Context: an optimization exercise on an open-source flow, tuned for small area, a short achievable clock period and few clock cycles per item. The choices shown serve that exercise and are no tape-out recipe. Function was checked by simulation only, so behaviour that the tests miss may differ from the original.

==> flow/design.v, too long to show whole: its modules and the start of the top module <==
// module hsl_fa: 10 lines
// module hsl_ha: 9 lines
// module hsl_to_rgb_converter: 3593 lines
module hsl_to_rgb_converter (
	input  logic clk,
	input  logic arst_n,
	input  logic hsl_valid,
	output logic hsl_stall,
	input  hsl_pkg::hsl_t hsl,
	output logic rgb_valid,
	input  logic rgb_stall,
	output hsl_pkg::rgb_t rgb
);
  // ...
==> flow/flow/run.sh <==
#!/bin/bash
# Layout flow: the standard flow (standard.sh) unchanged, except that the
# port buffers that global placement inserts are buf_2 cells rather than the
# default choice. Its full output goes to standard.log in this folder.
cp standard.sh standard_sh.txt.log
export BUFFER_PORTS_ARGS="-buffer_cell sky130_fd_sc_hd__buf_2"
bash standard.sh > standard.log 2>&1
==> flow/standard.sh <==
#!/bin/bash
# synth_recipe.tcl (not shown) runs the flow's synth.tcl, then flattens the netlist and writes it again
# the make line also repeats each setting of config.mk as NAME=value (left out here)
make -C /OpenROAD-flow-scripts/flow DESIGN_CONFIG=/design/flow/config.mk WORK_HOME=/design/flow/orfs CLKGATE_MAP_FILE= SYNTH_SCRIPT=/design/flow/synth_recipe.tcl "${@:-finish}"
==> flow/config.mk <==
export PLATFORM = sky130hd
export DESIGN_NAME = hsl_to_rgb_converter
export DESIGN_NICKNAME = hsl_to_rgb_converter
export VERILOG_FILES = /design/flow/design.v
export SDC_FILE = /design/flow/constraint.sdc
export NUM_CORES = 4
export LEC_CHECK = 0
export ABC_AREA = 1
export CAP_MARGIN = 20
export CORE_MARGIN = 2
export CORE_UTILIZATION = 40
export SETUP_SLACK_MARGIN = 3.25
export SLEW_MARGIN = 20
export SYNTH_HIERARCHICAL = 1
export SYNTH_MINIMUM_KEEP_SIZE = 0
==> flow/constraint.sdc <==
create_clock -name core_clock -period 7.0 [get_ports {clk}]
set_input_delay 1.4000 -clock core_clock [delete_from_list [all_inputs] [get_ports {clk}]]
set_output_delay 1.4000 -clock core_clock [all_outputs]
set_load 0.01 [all_outputs]
==> results.sh, run 1 <==
export IMPL_multiInputGateArea_um2=10200
export IMPL_timing_slew_headroom_pct=33.6
export IMPL_root_cell_of_the_clock_tree="clkbuf_16"
export IMPL_die_area_um2=43000
export IMPL_cts_htree_levels=4
export IMPL_final_max_slew_violation_count=0
export IMPL_status="complete, no violations"
export IMPL_largest_registers="r3 (66), ro (24), P2 (16)"
export IMPL_cts_hold_fix_buffers=0
export IMPL_nNonClkInverters=225
export IMPL_synth_fa_ha_area_share_pct=27.7
export IMPL_dp_slack_ps=3020
export IMPL_timing_critical_path_buf_inv=4
export IMPL_critical_path_max_stage_delay_ps=510
export IMPL_routedLengthMet1_um=17600
export IMPL_core_rowCount=74
export IMPL_cts_buffers_inserted=17
export IMPL_timing_max_cap_violations=0
export IMPL_clock_latency_ps=460
export IMPL_timing_critical_path_cells="inv_1, o22ai_2, xor2_2, ha_1, fa_1, ha_4, nand2_1, inv_1, nand2_1, nand2_1, a21oi_2, inv_1, a21o_1, inv_2, fa_1, xnor2_1"
export IMPL_worstSetupStartpointType="register"
export IMPL_floorplan_initialDensity_pct=40.5
export IMPL_min_delay_worst_endpoint="sec2[1]"
export IMPL_grt_antenna_before_repair=0
export IMPL_ios=63
export IMPL_critical_path_top_delay_family="adder cells"
export IMPL_use_met3_pct=2.56
export IMPL_largest_register_ffs=66
export IMPL_stdcell_count=2301
export IMPL_synth_simple_gate_area_share_pct=13.5
export IMPL_synthTopCellsByCount="nand2_1, inv_1, edfxtp_1, xor2_1, fa_1"
export IMPL_postSynthRegisterBits=180
export IMPL_critical_path_depth=16
export IMPL_nFlopsAndLatches=180
Testbench counts, summed over its fixed seeds: cycles 16,032, items 16,000.
==> run 2, diff against run 1 <==
--- a/flow/config.mk
+++ b/flow/config.mk
@@ -9,7 +9,7 @@
 export CAP_MARGIN = 20
 export CORE_MARGIN = 2
 export CORE_UTILIZATION = 40
-export SETUP_SLACK_MARGIN = 3.25
+export SETUP_SLACK_MARGIN = 3.8
 export SLEW_MARGIN = 20
 export SYNTH_HIERARCHICAL = 1
 export SYNTH_MINIMUM_KEEP_SIZE = 0
==> run 2 against run 1 <==
Against the previous run:
- setup slack gained 220 ps
- sequential share of layout area shrank 3.2 points
- largest cell class unchanged
- critical endpoint is now P2[14]
- clock skew shrank 7.5 ps
==> results.sh, run 2 <==
export IMPL_cts_clk_slew_worst_paths_ps=70
export IMPL_largest_family_of_logic_cells_by_synthesized_area="adder cells"
export IMPL_r2r_end="P2[14]"
export IMPL_finalClockSkew_ps=12.4
export IMPL_routed_wire_length_per_instance_um=17.5
export IMPL_grt_overflow=0
export IMPL_cpMaxStageDelayCell="fa_1"
export IMPL_port_buffers=62
export IMPL_reg2reg_depth=14
export IMPL_min_path_cells=0
export IMPL_yosysTopAreaCellShare_pct=32.0
export IMPL_die_height_um=207
export IMPL_setup_total_negative_slack_ps=0
export IMPL_synth_flop_cell="edfxtp_1"
export IMPL_synthesized_area_um2=16500
export IMPL_reg2reg_from="L1[5]"
export IMPL_critical_path_max_stage_delay_ps=530
export IMPL_synth_mux_area_share_pct=0.0606
export IMPL_start_to_end_type_of_the_worst_setup_path="reg2reg"
export IMPL_synth_edf_count=176
export IMPL_hpwlAfterDp_um=30100
export IMPL_synth_warning_count=7
export IMPL_drc_violation_count_after_routing=0
export IMPL_synth_seq_area_share_pct=32.6
export IMPL_final_core_utilization_pct=49.8
export IMPL_grt_max_degree=74
export IMPL_share_of_the_synthesized_area_in_compound_gates_ao_oa_aoi_oai_pct=10.2
export IMPL_avgViaCountPerCell=5.31
export IMPL_status="complete, no violations"
export IMPL_synth_async_sr_flop_share_pct=2.22
export IMPL_cts_hold_fix_buffers=0
export IMPL_globalRouteTotalUtil_pct=19.5
export IMPL_finalWirelength_um=42700
export IMPL_grt_pass1_wl_um=67100
export IMPL_synthMostInstantiatedCell="nand2_1"
export IMPL_worst_min_delay_path_category="reg2reg"
export IMPL_largest_register_ffs=66
export IMPL_layout_worst_path_cycle_share_pct=48.6
export IMPL_postSynthRegisterBits=180
export IMPL_remaining_antenna_violation_count_after_routing=0
export IMPL_hold_viol_final=0
export IMPL_clock_latency_ps=450
export IMPL_grt_antenna_before_repair=1
export IMPL_cts_htree_levels=4
export IMPL_critical_path_most_common_cell="fa_1"
export IMPL_synthDominantAreaCellType="edfxtp_1"
export IMPL_layout_min_cycle_time_ps=3410
export IMPL_leading_cell_type_in_the_layout_fill_and_taps_excluded="nand2_1"
export IMPL_layout_drive_gt1_share_pct=25.7
export IMPL_critical_path_depth=14
export IMPL_placement_cell_area_um2=17300
export IMPL_largest_register="r3"
export IMPL_clock_sink_count=180
export IMPL_grt_setup_unrepaired="true"
export IMPL_number_of_detailed_routing_iterations_run_before_antenna_repair=6
export IMPL_crit_arrival_ps=3610
export IMPL_die_area_um2=43000
export IMPL_critical_path_endpoint_type="register"
export IMPL_layout_cells_most_common_list="nand2_1, edfxtp_1, inv_1, xor2_1, buf_4"
export IMPL_post_route_cell_area_um2=20300
export IMPL_setup_viol_count_final=0
export IMPL_ios=63
export IMPL_path_max_fanout=7
export IMPL_synthTopCellsByArea="edfxtp_1, fa_1, ha_1"
export IMPL_timing_max_cap_violations=0
export IMPL_dp_cells=2250
export IMPL_critical_path_top_delay_family="adder cells"
export IMPL_synth_simple_gate_area_share_pct=13.5
export IMPL_min_delay_worst_endpoint="sec2[2]"
export IMPL_synth_fa_ha_area_share_pct=27.7
export IMPL_stdcell_count=2435
export IMPL_routabilityCongestion=0.900
export IMPL_cts_buffers_inserted=17
export IMPL_worstSetupStartpointType="register"
export IMPL_core_rowCount=74
export IMPL_root_cell_of_the_clock_tree="clkbuf_16"
export IMPL_critPathRequiredTime_ps=7200
export IMPL_timing_slew_headroom_pct=35.6
export IMPL_first_global_vias=12800
export IMPL_final_max_slew_violation_count=0
export IMPL_chipWidth_um=207
export IMPL_synthTopCellsByCount="nand2_1, inv_1, edfxtp_1, xor2_1, fa_1"
export IMPL_timing_critical_path_buf_inv=3
export IMPL_detail_route_iter0_violations=781
export IMPL_floorplan_initialDensity_pct=40.5
export IMPL_postSynthAreaPerCell_um2=9.68
export IMPL_finish_net_count=2204
export IMPL_cts_tree="built"
export IMPL_max_freq_mhz=294
export IMPL_netlist_instances=1707
export IMPL_hp_start="sec1[2]"
export IMPL_largest_registers="r3 (66), ro (24), P2 (16)"
export IMPL_synth_xor_area_share_pct=9.59
export IMPL_route_vias_total=12900
export IMPL_num_antenna_cells=0
export IMPL_clk_path_buf_depth=2
export IMPL_synthToLayoutAreaGrowth_pct=23.0
export IMPL_core_area_um2=40800
export IMPL_layout_filler_cells=3666
export IMPL_worst_margin_slew_ps=959
export IMPL_rrSetupSlack_ps=3590
export IMPL_timing_critical_path_cells="clkinvlp_4, buf_6, o22ai_1, xor2_1, ha_1, fa_1, fa_1, ha_4, nand2_1, o21ai_2, inv_2, nand2_4, a21oi_2, xnor2_1"
export IMPL_yosys_cell_types_count=57
==> run 2: changes by cell type in the layout (fill, tap and decap cells not counted), sizes merged <==
cell / previous run / this run
nand2: 285 / 286
buf: 79 / 213
clkinvlp: 8 / 25
clkinv: 9 / 10
inv: 222 / 203
==> run 2: how the worst max path moves through the flow <==
stage          startpoint        end  slack (ps)
3_3_place_gp    rgb_stall  hsl_stall        3280
2_1_floorplan   rgb_stall  hsl_stall        3420
3_5_place_dp    rgb_stall  hsl_stall        3260
6_report            L1[5]     P2[14]        3590
5_1_grt             L1[5]      P2[8]        3430
4_1_cts         rgb_stall  hsl_stall        3580
==> run 2: layout make-up <==
type | instances | area (um^2) | share of cell area, %
sequential | 180 | 5390 | 26.5
tap | 532 | 666 | 3.28
timing repair buffer | 213 | 1580 | 7.80
clock inverter | 15 | 146 | 0.720
multi-input combinational | 1254 | 11200 | 54.9
inverter | 224 | 957 | 4.71
clock buffer | 17 | 425 | 2.09
==> run 2: cells by family after synthesis <==
| logic type | after synthesis |
|---|---|
| flip-flops | 180 |
| adder cells (fa/ha/maj) | 277 |
| other | 1 |
| AND/OR/NAND/NOR | 516 |
| buffers and inverters | 281 |
| XOR/XNOR | 181 |
| AO/OA/AOI/OAI | 270 |
| multiplexers | 1 |
==> run 2: timing repair <==
item                       4_1_cts  5_1_grt
setup endpoints to repair       76       68
gates resized for setup        106      177
pin swaps                       43       90
setup buffers                   92       58
gates cloned                     3        0
==> run 2: per-module statistics from Yosys (local to each module, per instance) <==
module	cells inside	times used
hsl_to_rgb_converter	1514	1
hsl_fa	1	139
hsl_ha	1	54
==> run 2: routing by layer <==
| metal | routed length (um) | up-vias | GRT usage (%) | part of all wire, % |
|---|---|---|---|---|
| met3 | 2150 | 87 | 3.60 | 5.0 |
| met1 | 18300 | 6237 | 25.3 | 43 |
| met4 | 1580 | 0 | 8.25 | 3.7 |
| met5 | 0 | - | 0 | 0 |
| li1 | - | 6168 | - | - |
| met2 | 20600 | 436 | 32.2 | 48 |
==> run 2: metrics by stage <==
step | setup slack [ps] | hold WS [ps]
2_1_floorplan | 3420 | 400
3_3_place_gp | 3280 | 406
3_5_place_dp | 3260 | 412
4_1_cts | 3580 | 431
5_1_grt | 3430 | 439
6_report | 3590 | 430
==> run 3, diff against run 2 <==
--- a/flow/config.mk
+++ b/flow/config.mk
@@ -9,7 +9,7 @@
 export CAP_MARGIN = 20
 export CORE_MARGIN = 2
 export CORE_UTILIZATION = 40
-export SETUP_SLACK_MARGIN = 3.8
+export SETUP_SLACK_MARGIN = 3.6
 export SLEW_MARGIN = 20
 export SYNTH_HIERARCHICAL = 1
 export SYNTH_MINIMUM_KEEP_SIZE = 0
==> run 3 against run 2 <==
Against the previous run:
- sequential share of layout area is 1.8 points higher
- still clean
- register-to-register slack hardly changed
- highest routed layer unchanged
- core utilization is 3.2 points lower
==> results.sh, run 3 <==
export IMPL_status="complete, no violations"
export IMPL_timing_critical_path_buf_inv=3
export IMPL_largest_register="r3"
export IMPL_ios=63
export IMPL_cts_hold_fix_buffers=0
export IMPL_min_path_cells=0
export IMPL_clock_latency_ps=440
export IMPL_crit_arrival_ps=3580
export IMPL_finalWirelength_um=40600
export IMPL_detail_route_iter0_violations=916
export IMPL_layout_worst_path_cycle_share_pct=48.7
export IMPL_path_max_fanout=5
export IMPL_register_area_um2=5390
export IMPL_netlist_instances=1707
export IMPL_setup_viol_count_final=0
export IMPL_synthTopCellsByCount="nand2_1, inv_1, edfxtp_1, xor2_1, fa_1"
export IMPL_critical_path_most_common_cell="fa_1"
export IMPL_finalClockSkew_ps=12.3
export IMPL_clock_sink_count=180
export IMPL_drc_violation_count_after_routing=0
export IMPL_timing_slew_headroom_pct=35.2
export IMPL_placement_cell_area_um2=17300
export IMPL_synthToLayoutAreaGrowth_pct=15.0
export IMPL_worst_min_delay_path_category="reg2reg"
export IMPL_stdcell_count=2361
export IMPL_largest_registers="r3 (66), ro (24), P2 (16)"
export IMPL_leading_cell_type_in_the_layout_fill_and_taps_excluded="nand2_1"
export IMPL_synth_edf_count=176
export IMPL_worstSetupStartpointType="register"
export IMPL_clk_path_buf_depth=2
export IMPL_globalRouteTotalUtil_pct=18.6
export IMPL_grt_setup_unrepaired="true"
export IMPL_critPathLaunch="L1[2]"
export IMPL_remaining_antenna_violation_count_after_routing=0
export IMPL_synthTopCellsByArea="edfxtp_1, fa_1, ha_1"
export IMPL_core_rowCount=74
export IMPL_synthesized_area_um2=16500
export IMPL_first_global_vias=12500
export IMPL_multiInputGateArea_um2=10500
export IMPL_synth_warning_count=7
export IMPL_die_height_um=207
export IMPL_cts_htree_levels=4
export IMPL_timing_critical_path_cells="clkinvlp_4, o22ai_2, xor2_2, fa_1, fa_1, ha_1, a21oi_2, inv_1, a21o_1, buf_4, nand4_1, nand3_2, xnor2_2"
export IMPL_max_freq_mhz=293
export IMPL_critical_path_endpoint_type="register"
export IMPL_grt_pass1_wl_um=64500
export IMPL_largest_register_ffs=66
export IMPL_reg2reg_from="L1[2]"
export IMPL_rrSetupSlack_ps=3590
export IMPL_timing_max_cap_violations=0
export IMPL_chipWidth_um=207
export IMPL_postSynthAreaPerCell_um2=9.68
export IMPL_cts_buffers_inserted=17
export IMPL_hp_start="sec1[1]"
export IMPL_routabilityCongestion=0.896
export IMPL_hpwlAfterDp_um=30200
export IMPL_layout_filler_cells=3771
export IMPL_critPathRequiredTime_ps=7170
export IMPL_layout_drive_gt1_share_pct=15.9
export IMPL_die_area_um2=43000
export IMPL_yosys_cell_types_count=57
export IMPL_layout_cells_most_common_list="nand2_1, inv_1, edfxtp_1, xor2_1, fa_1"
export IMPL_hold_viol_final=0
export IMPL_grt_antenna_before_repair=0
export IMPL_start_to_end_type_of_the_worst_setup_path="reg2reg"
export IMPL_synth_flop_cell="edfxtp_1"
export IMPL_route_vias_total=12600
export IMPL_cpMaxStageDelayCell="fa_1"
export IMPL_synthDominantAreaCellType="edfxtp_1"
export IMPL_num_antenna_cells=0
export IMPL_critical_path_max_stage_delay_ps=550
export IMPL_synth_seq_area_share_pct=32.6
export IMPL_yosysTopAreaCellShare_pct=32.0
export IMPL_floorplan_initialDensity_pct=40.5
export IMPL_reg2reg_depth=13
export IMPL_core_area_um2=40800
export IMPL_synth_async_sr_flop_share_pct=2.22
export IMPL_port_buffers=62
export IMPL_postSynthRegisterBits=180
export IMPL_finish_net_count=2131
export IMPL_setup_total_negative_slack_ps=0
export IMPL_dp_cells=2250
export IMPL_cts_clk_slew_worst_paths_ps=60
export IMPL_min_delay_worst_endpoint="sec2[1]"
export IMPL_critical_path_top_delay_family="adder cells"
export IMPL_grt_max_degree=75
export IMPL_root_cell_of_the_clock_tree="clkbuf_16"
export IMPL_r2r_end="P2[15]"
export IMPL_avgViaCountPerCell=5.33
export IMPL_number_of_detailed_routing_iterations_run_before_antenna_repair=5
export IMPL_final_max_slew_violation_count=0
export IMPL_post_route_cell_area_um2=19000
export IMPL_worst_margin_slew_ps=971
export IMPL_layout_min_cycle_time_ps=3410
export IMPL_grt_overflow=0
export IMPL_synthMostInstantiatedCell="nand2_1"
export IMPL_cts_tree="built"
export IMPL_routed_wire_length_per_instance_um=17.2
[run 3: area by class of cell]
cell class	instances	share of cell area (%)
sequential	180	28.3
tap	532	3.50
inverter	224	4.85
timing repair buffer	140	4.90
clock buffer	18	2.26
multi-input combinational	1254	55.3
clock inverter	13	0.909
[run 3: per-module statistics from Yosys (local to each module, per instance)]
module                area [um^2]  cells
hsl_ha                       12.5      1
hsl_to_rgb_converter        13100   1514
hsl_fa                       20.0      1
[run 3: worst register-to-register path, cell delays in order, from the launching register on]
cell	delay (ps)
edfxtp_1	400
clkinvlp_4	180
o22ai_2	250
xor2_2	110
fa_1	550
fa_1	420
ha_1	330
a21oi_2	180
inv_1	50
a21o_1	210
buf_4	140
nand4_1	80
nand3_2	90
xnor2_2	150
[run 3: how the worst max path moves through the flow]
| stage | cells after the start | slack, ps | to |
|---|---|---|---|
| 3_5_place_dp | 18 | 3210 | r3[59] |
| 6_report | 13 | 3590 | P2[15] |
| 5_1_grt | 16 | 3450 | P2[9] |
| 4_1_cts | 13 | 3580 | P2[14] |
| 3_3_place_gp | 4 | 3280 | hsl_stall |
| 2_1_floorplan | 2 | 3420 | hsl_stall |
[run 3: metal layers]
metal  up-vias  global-route usage (%)  wire (um)
li1       6008                       -          -
met1      6086                    25.3      18000
met2       412                    30.8      19300
met3        71                    2.57       2120
met4         0                    6.18       1150
met5         -                       0          0
[run 3: kinds of logic after synthesis]
group / synth area share (%)
and+or+nand+nor: 13.5
adders and majority gates: 27.7
DFF: 32.6
muxes: 0.0606
buffers and inverters: 6.41
xor gates and xnor gates: 9.59
other: 0.0227
AOI/OAI and AO/OA: 10.2
[run 3: stage by stage]
stage | hold WS, ps | utilization, % | worst slack, ps
after floorplan | 400 | - | 3420
after global placement | 406 | 42.4 | 3280
after detailed placement | 419 | 42.4 | 3210
after CTS | 434 | 45.1 | 3580
after global routing | 439 | 46.5 | 3450
final | 428 | 46.5 | 3590
[run 3: what timing repair did]
action,CTS,global route
resized for setup,30,78
gates cloned,3,0
pin swaps,2,29
setup buffers,44,33
endpoints found under the setup margin,48,50
==> run 4, diff against run 3 <==
--- a/flow/config.mk
+++ b/flow/config.mk
@@ -9,7 +9,7 @@
 export CAP_MARGIN = 20
 export CORE_MARGIN = 2
 export CORE_UTILIZATION = 40
-export SETUP_SLACK_MARGIN = 3.6
+export SETUP_SLACK_MARGIN = 3.0
 export SLEW_MARGIN = 20
 export SYNTH_HIERARCHICAL = 1
 export SYNTH_MINIMUM_KEEP_SIZE = 0
==> run 4 against run 3 <==
Against the previous run:
- global-route usage is 0.81 points lower
- via count is 4.5% lower
- sequential cell count stayed put
- critical path type unchanged
- critical endpoint is now P2[11]
- final area is 5.4% lower
- core utilization is 2.5 points lower
- area after synthesis stayed put
- first-iteration DRC count is 10% lower
==> results.sh, run 4 <==
export IMPL_path_max_fanout=9
export IMPL_grt_setup_unrepaired="false"
export IMPL_finish_net_count=2055
export IMPL_synthTopCellsByCount="nand2_1, inv_1, edfxtp_1, xor2_1, fa_1"
export IMPL_layout_drive_gt1_share_pct=7.47
export IMPL_grt_max_degree=130
export IMPL_grt_antenna_before_repair=0
export IMPL_floorplan_initialDensity_pct=40.5
export IMPL_crit_arrival_ps=3910
export IMPL_routabilityCongestion=0.908
export IMPL_stdcell_count=2286
export IMPL_register_area_um2=5390
export IMPL_clock_sink_count=180
export IMPL_cts_htree_levels=4
export IMPL_netlist_instances=1707
export IMPL_avgViaCountPerCell=5.26
export IMPL_clock_latency_ps=460
export IMPL_finalWirelength_um=38000
export IMPL_first_global_vias=12000
export IMPL_grt_overflow=0
export IMPL_yosys_cell_types_count=57
export IMPL_num_antenna_cells=0
export IMPL_routedLengthMet1_um=17600
export IMPL_hold_worst_slack_ps=415
export IMPL_layout_cells_most_common_list="nand2_1, inv_1, edfxtp_1, xor2_1, fa_1"
export IMPL_finalClockSkew_ps=18.4
export IMPL_reg2reg_depth=18
export IMPL_min_path_cells=0
export IMPL_cts_hold_fix_buffers=0
export IMPL_synthesized_area_um2=16500
export IMPL_root_cell_of_the_clock_tree="clkbuf_16"
export IMPL_dp_cells=2250
export IMPL_maxUsedRoutingLayer="met4"
export IMPL_layout_worst_path_cycle_share_pct=53.0
export IMPL_worstSetupStartpointType="register"
export IMPL_cts_tree="built"
export IMPL_grt_pass1_wl_um=62000
export IMPL_detail_route_iter0_violations=824
export IMPL_route_vias_total=12000
export IMPL_core_area_um2=40800
export IMPL_postSynthAreaPerCell_um2=9.68
export IMPL_timing_max_cap_violations=0
export IMPL_hpwlAfterDp_um=29700
export IMPL_status="complete, no violations"
export IMPL_routed_wire_length_per_instance_um=16.6
export IMPL_remaining_antenna_violation_count_after_routing=0
export IMPL_start_to_end_type_of_the_worst_setup_path="reg2reg"
export IMPL_placement_cell_area_um2=17300
export IMPL_hold_viol_final=0
export IMPL_finalWorstSetupSlack_ps=3290
export IMPL_die_area_um2=43000
export IMPL_synthMostInstantiatedCell="nand2_1"
export IMPL_met2_wire_length_um=17800
export IMPL_max_freq_mhz=270
export IMPL_largest_register_ffs=66
export IMPL_detailroute_wirelength_met3_um=1770
export IMPL_synth_async_sr_flop_share_pct=2.22
export IMPL_synthDominantAreaCellType="edfxtp_1"
export IMPL_setup_viol_count_final=0
export IMPL_synth_flop_cell="edfxtp_1"
export IMPL_port_buffers=62
export IMPL_layout_min_cycle_time_ps=3710
export IMPL_cts_clk_slew_worst_paths_ps=80
export IMPL_postSynthRegisterBits=180
export IMPL_critPathRequiredTime_ps=7200
export IMPL_yosysTopAreaCellShare_pct=32.0
export IMPL_globalRouteTotalUtil_pct=17.8
export IMPL_worst_min_delay_path_category="reg2reg"
export IMPL_synthTopCellsByArea="edfxtp_1, fa_1, ha_1"
export IMPL_leading_cell_type_in_the_layout_fill_and_taps_excluded="nand2_1"
export IMPL_drc_violation_count_after_routing=0
export IMPL_cts_buffers_inserted=17
export IMPL_synth_warning_count=7
export IMPL_clk_path_buf_depth=2
export IMPL_dp_slack_ps=3020
export IMPL_ios=63
export IMPL_worst_margin_slew_ps=1010
export IMPL_largest_registers="r3 (66), ro (24), P2 (16)"
export IMPL_chipWidth_um=207
export IMPL_timing_slew_headroom_pct=32.7
export IMPL_final_max_slew_violation_count=0
export IMPL_synth_seq_area_share_pct=32.6
export IMPL_layout_filler_cells=3948
export IMPL_die_height_um=207
export IMPL_setup_total_negative_slack_ps=0
export IMPL_synth_edf_count=176
export IMPL_critical_path_endpoint_type="register"
export IMPL_largest_register="r3"
export IMPL_post_route_cell_area_um2=18000
export IMPL_multiInputGateArea_um2=10100
export IMPL_synthToLayoutAreaGrowth_pct=8.75
export IMPL_core_rowCount=74
export IMPL_number_of_detailed_routing_iterations_run_before_antenna_repair=5
## run 4: changes by cell type in the layout (fill, tap and decap cells not counted), sizes merged
cell,delta
buf,-74
bufinv,-2
clkbuf,-1
clkinv,+3
clkinvlp,-16
inv,+17
nand2,-2
## run 4: worst paths after layout
check / startpoint / end / slack [ps]
hold / removal: sec1[1] / sec2[1] / 420
setup / recovery: L1[3] / P2[11] / 3290
setup reg to reg: L1[3] / P2[11] / 3290
hold reg to reg: sec1[1] / sec2[1] / 420
min in group asynchronous: arst_n / v2 / 740
max in group asynchronous: arst_n / v1 / 6140
## run 4: area by class of cell
class | count | share of cell area (%)
Tap cell | 532 | 3.70
Clock buffer | 17 | 2.37
Clock inverter | 15 | 1.02
Inverter | 224 | 4.70
Multi-Input combinational cell | 1252 | 56.4
Sequential cell | 180 | 30.0
Timing Repair Buffer | 66 | 1.89
## run 4: per-layer routing
layer	global-route usage, %	vias to the layer above
met2	29.0	328
met3	2.54	44
met1	24.5	5786
li1	-	5855
met4	6.28	0
met5	0	-
## run 4: kinds of logic after synthesis
| logic type | Yosys count | synth area share (%) |
|---|---|---|
| fa+ha+maj | 277 | 27.7 |
| buf+inv | 281 | 6.41 |
| compound gates | 270 | 10.2 |
| xor+xnor | 181 | 9.59 |
| other cells | 1 | 0.0227 |
| simple gates | 516 | 13.5 |
| flops | 180 | 32.6 |
| mux | 1 | 0.0606 |
## run 4: per-stage QoR
stage	utilization, %
2_1_floorplan	-
3_3_place_gp	42.4
3_5_place_dp	42.4
4_1_cts	43.9
5_1_grt	44.0
6_report	44.0
## run 4: modules after synthesis (local to each module, per instance)
| module | times used | flip-flops and latches | area [um^2] | cells inside |
|---|---|---|---|---|
| hsl_to_rgb_converter | 1 | 180 | 13100 | 1514 |
| hsl_ha | 54 | 0 | 12.5 | 1 |
| hsl_fa | 139 | 0 | 20.0 | 1 |
## run 4: critical path, cell delays in order (launching register included)
cell and delay [ps]:
edfxtp_1 430, clkinv_1 310, o22ai_1 300, xor2_1 200
ha_1 270, fa_1 440, ha_1 340, nand2_1 60
inv_1 60, nand2_1 50, nand2_1 80, a21oi_1 90
inv_1 60, a21o_1 150, inv_1 80, o21ai_0 300
nand3_1 110, nand2_1 80, a21oi_1 40
## run 4: timing repair
item	4_1_cts	5_1_grt
endpoints found under the hold margin	0	0
gates resized for setup	0	1
buffers inserted	0	3
setup endpoints to repair	0	3
==> run 5, diff against run 4 <==
--- a/flow/config.mk
+++ b/flow/config.mk
@@ -9,7 +9,7 @@
 export CAP_MARGIN = 20
 export CORE_MARGIN = 2
 export CORE_UTILIZATION = 40
-export SETUP_SLACK_MARGIN = 3.0
+export SETUP_SLACK_MARGIN = 3.5
 export SLEW_MARGIN = 20
 export SYNTH_HIERARCHICAL = 1
 export SYNTH_MINIMUM_KEEP_SIZE = 0
==> run 5 against run 4 <==
Against the previous run:
- still clean
- die area unchanged
- critical endpoint is now P2[8]
- hold slack improved by 12 ps
- non-clock buffer count rose by 59
- clock skew is 5.8 ps lower
- first-iteration DRC count is 9.7% higher
- sequential cell count did not move
==> results.sh, run 5 <==
export IMPL_finish_net_count=2116
export IMPL_synthesized_area_um2=16500
export IMPL_ios=63
export IMPL_finalClockSkew_ps=12.5
export IMPL_grt_pass1_wl_um=63700
export IMPL_stdcell_count=2346
export IMPL_core_rowCount=74
export IMPL_worst_min_delay_path_category="reg2reg"
export IMPL_max_freq_mhz=291
export IMPL_number_of_detailed_routing_iterations_run_before_antenna_repair=5
export IMPL_die_height_um=207
export IMPL_synthTopCellsByArea="edfxtp_1, fa_1, ha_1"
export IMPL_yosys_cell_types_count=57
export IMPL_r2r_end="P2[8]"
export IMPL_first_global_vias=12300
export IMPL_postSynthAreaPerCell_um2=9.68
export IMPL_detail_route_iter0_violations=904
export IMPL_timing_max_cap_violations=0
export IMPL_largest_register="r3"
export IMPL_synthTopCellsByCount="nand2_1, inv_1, edfxtp_1, xor2_1, fa_1"
export IMPL_worstSetupStartpointType="register"
export IMPL_globalRouteTotalUtil_pct=18.4
export IMPL_route_vias_total=12500
export IMPL_synth_seq_area_share_pct=32.6
export IMPL_reg2reg_from="L1[2]"
export IMPL_cts_tree="built"
export IMPL_floorplan_initialDensity_pct=40.5
export IMPL_finalWirelength_um=40000
export IMPL_hold_viol_final=0
export IMPL_chipWidth_um=207
export IMPL_layout_cells_most_common_list="nand2_1, inv_1, edfxtp_1, xor2_1, fa_1"
export IMPL_crit_arrival_ps=3640
export IMPL_clock_latency_ps=450
export IMPL_synth_edf_count=176
export IMPL_layout_worst_path_cycle_share_pct=49.1
export IMPL_placement_cell_area_um2=17300
export IMPL_core_area_um2=40800
export IMPL_cts_hold_fix_buffers=0
export IMPL_setup_total_negative_slack_ps=0
export IMPL_clock_sink_count=180
export IMPL_path_max_fanout=5
export IMPL_layout_min_cycle_time_ps=3440
export IMPL_root_cell_of_the_clock_tree="clkbuf_16"
export IMPL_synthDominantAreaCellType="edfxtp_1"
export IMPL_die_area_um2=43000
export IMPL_num_antenna_cells=0
export IMPL_critPathRequiredTime_ps=7200
export IMPL_hpwlAfterDp_um=30200
export IMPL_setup_viol_count_final=0
export IMPL_status="complete, no violations"
export IMPL_postSynthRegisterBits=180
export IMPL_critPathLaunch="L1[2]"
export IMPL_avgViaCountPerCell=5.31
export IMPL_routed_wire_length_per_instance_um=17.1
export IMPL_synthMostInstantiatedCell="nand2_1"
export IMPL_grt_antenna_before_repair=0
export IMPL_timing_slew_headroom_pct=34.1
export IMPL_cts_clk_slew_worst_paths_ps=60
export IMPL_synth_warning_count=7
export IMPL_dp_cells=2250
export IMPL_start_to_end_type_of_the_worst_setup_path="reg2reg"
export IMPL_final_core_utilization_pct=45.9
export IMPL_netlist_instances=1707
export IMPL_synth_flop_cell="edfxtp_1"
export IMPL_grt_setup_unrepaired="true"
export IMPL_routabilityCongestion=0.896
export IMPL_remaining_antenna_violation_count_after_routing=0
export IMPL_synth_async_sr_flop_share_pct=2.22
export IMPL_clk_path_buf_depth=2
export IMPL_cts_htree_levels=4
export IMPL_largest_registers="r3 (66), ro (24), P2 (16)"
export IMPL_reg2reg_depth=12
export IMPL_grt_overflow=0
export IMPL_worst_setup_path_endpoint="P2[8]"
export IMPL_leading_cell_type_in_the_layout_fill_and_taps_excluded="nand2_1"
export IMPL_rrSetupSlack_ps=3560
export IMPL_worst_margin_slew_ps=988
export IMPL_final_max_slew_violation_count=0
export IMPL_layout_drive_gt1_share_pct=13.4
export IMPL_cts_buffers_inserted=17
export IMPL_post_route_cell_area_um2=18700
export IMPL_critical_path_endpoint_type="register"
export IMPL_drc_violation_count_after_routing=0
export IMPL_port_buffers=62
export IMPL_largest_register_ffs=66
export IMPL_synthToLayoutAreaGrowth_pct=13.3
export IMPL_grt_max_degree=75
export IMPL_yosysTopAreaCellShare_pct=32.0
==> run 5: cell counts after synthesis <==
No cell type changed its count.
==> run 5: final cells by class <==
| cell class | count | area (um^2) |
|---|---|---|
| timing repair buffer | 125 | 798 |
| multi-input combinational | 1254 | 10400 |
| inverter | 224 | 897 |
| clock inverter | 13 | 173 |
| tap | 532 | 666 |
| sequential | 180 | 5390 |
| clock buffer | 18 | 429 |
| fill | 3793 | 22100 |
==> run 5: per-layer routing <==
metal	vias up	global-route usage (%)	share of wire (%)
met5	-	0	0
met4	0	6.03	2.6
met3	75	2.62	5.3
li1	5985	-	-
met2	398	30.2	47
met1	6004	25.2	45
==> run 5: kinds of logic after synthesis <==
group	after synthesis	synth area share, %
fa+ha+maj	277	27.7
compound gates	270	10.2
buf+inv	281	6.41
other cells	1	0.0227
simple gates	516	13.5
mux	1	0.0606
xor+xnor	181	9.59
flops	180	32.6
==> run 5: worst min path at each step <==
stage,from,end,slack (ps),depth (start not counted)
floorplan,sec1[1],sec2[1],400,0
global placement,sec1[1],sec2[1],410,0
detailed placement,sec1[1],sec2[1],420,0
CTS,sec1[1],sec2[1],430,0
global route,sec1[1],sec2[1],440,0
finish,sec1[1],sec2[1],430,0
==> run 5: repair_timing <==
action                     4_1_cts  5_1_grt
gates cloned                     3        0
buffers inserted                17       45
resized for setup               10       60
pin swaps                        1       15
setup endpoints to repair       25       62
==> run 5: modules after synthesis (local to each module, per instance) <==
module	flops+latches	copies in the design
hsl_to_rgb_converter	180	1
hsl_fa	0	139
hsl_ha	0	54
==> run 5: worst max-delay path, stage by stage (launching register included) <==
cell and delay, ps:
edfxtp_1 420, clkinvlp_4 200, o22ai_2 250, xor2_2 110, fa_1 560, fa_1 420, ha_1 340, a21oi_2 80
inv_1 50, a21o_1 140, inv_1 80, fa_2 520, inv_1 30
==> run 5: stage by stage <==
| stage | setup WS [ps] | hold WS [ps] |
|---|---|---|
| detailed placement | 3210 | 419 |
| global route | 3420 | 439 |
| floorplan | 3420 | 400 |
| global placement | 3280 | 406 |
| CTS | 3460 | 434 |
| finish | 3560 | 428 |
==> run 6, diff against run 5 <==
--- a/flow/config.mk
+++ b/flow/config.mk
@@ -9,6 +9,7 @@
 export CAP_MARGIN = 20
 export CORE_MARGIN = 2
 export CORE_UTILIZATION = 40
+export CTS_BUF_LIST = sky130_fd_sc_hd__clkbuf_8
 export SETUP_SLACK_MARGIN = 3.5
 export SLEW_MARGIN = 20
 export SYNTH_HIERARCHICAL = 1
==> run 6 against run 5 <==
Against the previous run:
- still clean on timing, DRC and antenna
- global-route usage is essentially flat
- routed wire length shrank 0.51%
- sequential cell count is the same
- sequential share of layout area grew 0.21 points
- hold slack gained 5.3 ps
- die area is the same
- setup slack gained 10 ps
- non-clock buffer count grew 6
- critical path type unchanged
- highest routed layer unchanged
==> results.sh, run 6 <==
export IMPL_postSynthRegisterBits=180
export IMPL_yosys_cell_types_count=57
export IMPL_timing_max_cap_violations=0
export IMPL_post_route_cell_area_um2=18600
export IMPL_synthTopCellsByCount="nand2_1, inv_1, edfxtp_1, xor2_1, fa_1"
export IMPL_synthTopCellsByArea="edfxtp_1, fa_1, ha_1"
export IMPL_port_buffers=62
export IMPL_cts_htree_levels=4
export IMPL_die_area_um2=43000
export IMPL_hpwlAfterDp_um=30200
export IMPL_synth_edf_count=176
export IMPL_chipWidth_um=207
export IMPL_placement_cell_area_um2=17300
export IMPL_routed_wire_length_per_instance_um=16.9
export IMPL_remaining_antenna_violation_count_after_routing=0
export IMPL_layout_min_cycle_time_ps=3430
export IMPL_synth_warning_count=7
export IMPL_setup_total_negative_slack_ps=0
export IMPL_core_rowCount=74
export IMPL_cts_tree="built"
export IMPL_postSynthAreaPerCell_um2=9.68
export IMPL_largest_registers="r3 (66), ro (24), P2 (16)"
export IMPL_path_max_fanout=5
export IMPL_floorplan_initialDensity_pct=40.5
export IMPL_hold_viol_final=0
export IMPL_cts_clk_slew_worst_paths_ps=90
export IMPL_layout_cells_most_common_list="nand2_1, inv_1, edfxtp_1, xor2_1, fa_1"
export IMPL_synth_seq_area_share_pct=32.6
export IMPL_number_of_detailed_routing_iterations_run_before_antenna_repair=5
export IMPL_synthesized_area_um2=16500
export IMPL_leading_cell_type_in_the_layout_fill_and_taps_excluded="nand2_1"
export IMPL_synth_async_sr_flop_share_pct=2.22
export IMPL_largest_register="r3"
export IMPL_worst_margin_slew_ps=965
export IMPL_core_area_um2=40800
export IMPL_r2r_end="P2[8]"
export IMPL_clk_path_buf_depth=2
export IMPL_hp_start="sec1[1]"
export IMPL_ios=63
export IMPL_synthMostInstantiatedCell="nand2_1"
export IMPL_grt_setup_unrepaired="true"
export IMPL_min_delay_worst_endpoint="sec2[1]"
export IMPL_critical_path_endpoint_type="register"
export IMPL_setup_viol_count_final=0
export IMPL_cts_hold_fix_buffers=0
export IMPL_avgViaCountPerCell=5.29
export IMPL_worst_min_delay_path_category="reg2reg"
export IMPL_start_to_end_type_of_the_worst_setup_path="reg2reg"
export IMPL_num_antenna_cells=0
export IMPL_worstSetupStartpointType="register"
export IMPL_finish_net_count=2122
export IMPL_clock_sink_count=180
export IMPL_synth_flop_cell="edfxtp_1"
export IMPL_grt_pass1_wl_um=63800
export IMPL_rrSetupSlack_ps=3570
export IMPL_route_vias_total=12400
export IMPL_drc_violation_count_after_routing=0
export IMPL_die_height_um=207
export IMPL_globalRouteTotalUtil_pct=18.4
export IMPL_netlist_instances=1707
export IMPL_largest_register_ffs=66
export IMPL_layout_worst_path_cycle_share_pct=48.9
export IMPL_status="complete, no violations"
export IMPL_clock_latency_ps=490
export IMPL_synthToLayoutAreaGrowth_pct=12.5
export IMPL_max_freq_mhz=292
export IMPL_finalWirelength_um=39800
export IMPL_grt_antenna_before_repair=0
export IMPL_finalClockSkew_ps=15.8
export IMPL_detail_route_iter0_violations=898
export IMPL_timing_slew_headroom_pct=35.7
export IMPL_synthDominantAreaCellType="edfxtp_1"
export IMPL_final_max_slew_violation_count=0
export IMPL_layout_drive_gt1_share_pct=13.8
export IMPL_grt_max_degree=75
export IMPL_first_global_vias=12200
export IMPL_root_cell_of_the_clock_tree="clkbuf_8"
export IMPL_min_path_cells=0
export IMPL_routabilityCongestion=0.896
export IMPL_yosysTopAreaCellShare_pct=32.0
export IMPL_critPathRequiredTime_ps=7250
export IMPL_reg2reg_depth=11
export IMPL_cts_buffers_inserted=17
export IMPL_reg2reg_from="L1[2]"
export IMPL_crit_arrival_ps=3680
export IMPL_hold_worst_slack_ps=433
export IMPL_grt_overflow=0
-- run 6: cell counts after synthesis --
No cell type changed its count.
-- run 6: worst max-delay path by stage --
stage	from	end	slack [ps]	cells past startpoint
6_report	L1[2]	P2[8]	3570	11
5_1_grt	L1[5]	P2[8]	3400	16
4_1_cts	P2[9]	r3[59]	3460	14
3_5_place_dp	P2[0]	r3[59]	3210	18
3_3_place_gp	rgb_stall	hsl_stall	3280	4
2_1_floorplan	rgb_stall	hsl_stall	3420	2
-- run 6: cell families (layout without fill, tap and decap cells) --
group / Yosys count / in the layout / share of synthesized area (%)
and+or+nand+nor: 516 / 519 / 13.5
buffers and inverters: 281 / 386 / 6.41
adders and majority gates: 277 / 277 / 27.7
AOI/OAI and AO/OA: 270 / 270 / 10.2
xor gates and xnor gates: 181 / 181 / 9.59
DFF: 180 / 180 / 32.6
other: 1 / 6 / 0.0227
muxes: 1 / 1 / 0.0606
-- run 6: cell type report --
class | instances | area [um^2]
fillers | 3816 | 22200
multi-input cells | 1254 | 10400
flip-flops and latches | 180 | 5390
inverters | 224 | 897
repair buffers | 131 | 847
well taps | 532 | 666
clock buffers | 17 | 234
clock inverters | 14 | 176
-- run 6: timing repair --
item / CTS / global route
gates cloned: 3 / 0
gates resized for setup: 10 / 65
buffers inserted: 21 / 47
setup endpoints to repair: 26 / 60
pin swaps: 1 / 23
-- run 6: Yosys stat by module (local to each module, per instance) --
module,cells,copies in the design
hsl_fa,1,139
hsl_ha,1,54
hsl_to_rgb_converter,1514,1
-- run 6: metrics by stage --
stage	utilization, %	worst slack [ps]	std cells
6_report	45.5	3570	2352
4_1_cts	44.0	3460	2305
3_5_place_dp	42.4	3210	2250
2_1_floorplan	-	3420	1712
5_1_grt	45.5	3400	2352
3_3_place_gp	42.4	3280	2250
-- run 6: critical path, cell delays in order, from the launching register on --
cell        delay (ps)
edfxtp_1           420
clkinvlp_4         220
buf_6              180
o22ai_4            110
xor2_2             150
fa_1               480
fa_1               540
ha_4               290
a21o_1             160
inv_2               70
fa_2               520
inv_1               30
-- run 6: per-layer routing --
metal / vias to the layer above / GRT usage [%] / part of all wire (%)
li1: 5991 / - / -
met1: 6001 / 25.3 / 45
met2: 386 / 30.2 / 47
met3: 60 / 2.53 / 5.0
met4: 0 / 6.03 / 2.4
met5: - / 0 / 0

## what the ideal ports hide
Ports are ideal in the flow. The routed layouts listed here were re-timed in OpenROAD.
Step 1 assumes that a clkbuf_16 drives the clock port and a buf_2 every other input.
Step 2 adds t to the input delays and takes it off the output delays; t is the mean of the earliest and latest rising clock arrival at the registers after step 1. Input paths then give back, and output paths get back, about the clock's delay inside the block.
Three values: no drivers, after step 1, after step 2; two values: the first two.
run | t, ns | setup slack, ns | pins driven straight from the clock port
run 1 | 0.500 | 3.377 / 3.377 / 3.377 | 1
run 2 | 0.493 | 3.595 / 3.595 / 3.595 | 1
run 3 | 0.487 | 3.591 / 3.591 / 3.591 | 1
run 4 | 0.498 | 3.291 / 3.291 / 3.291 | 1
run 5 | 0.493 | 3.563 / 3.563 / 3.563 | 1
run 6 | 0.532 | 3.574 / 3.574 / 3.574 | 1
After both steps every run listed still meets setup and hold.
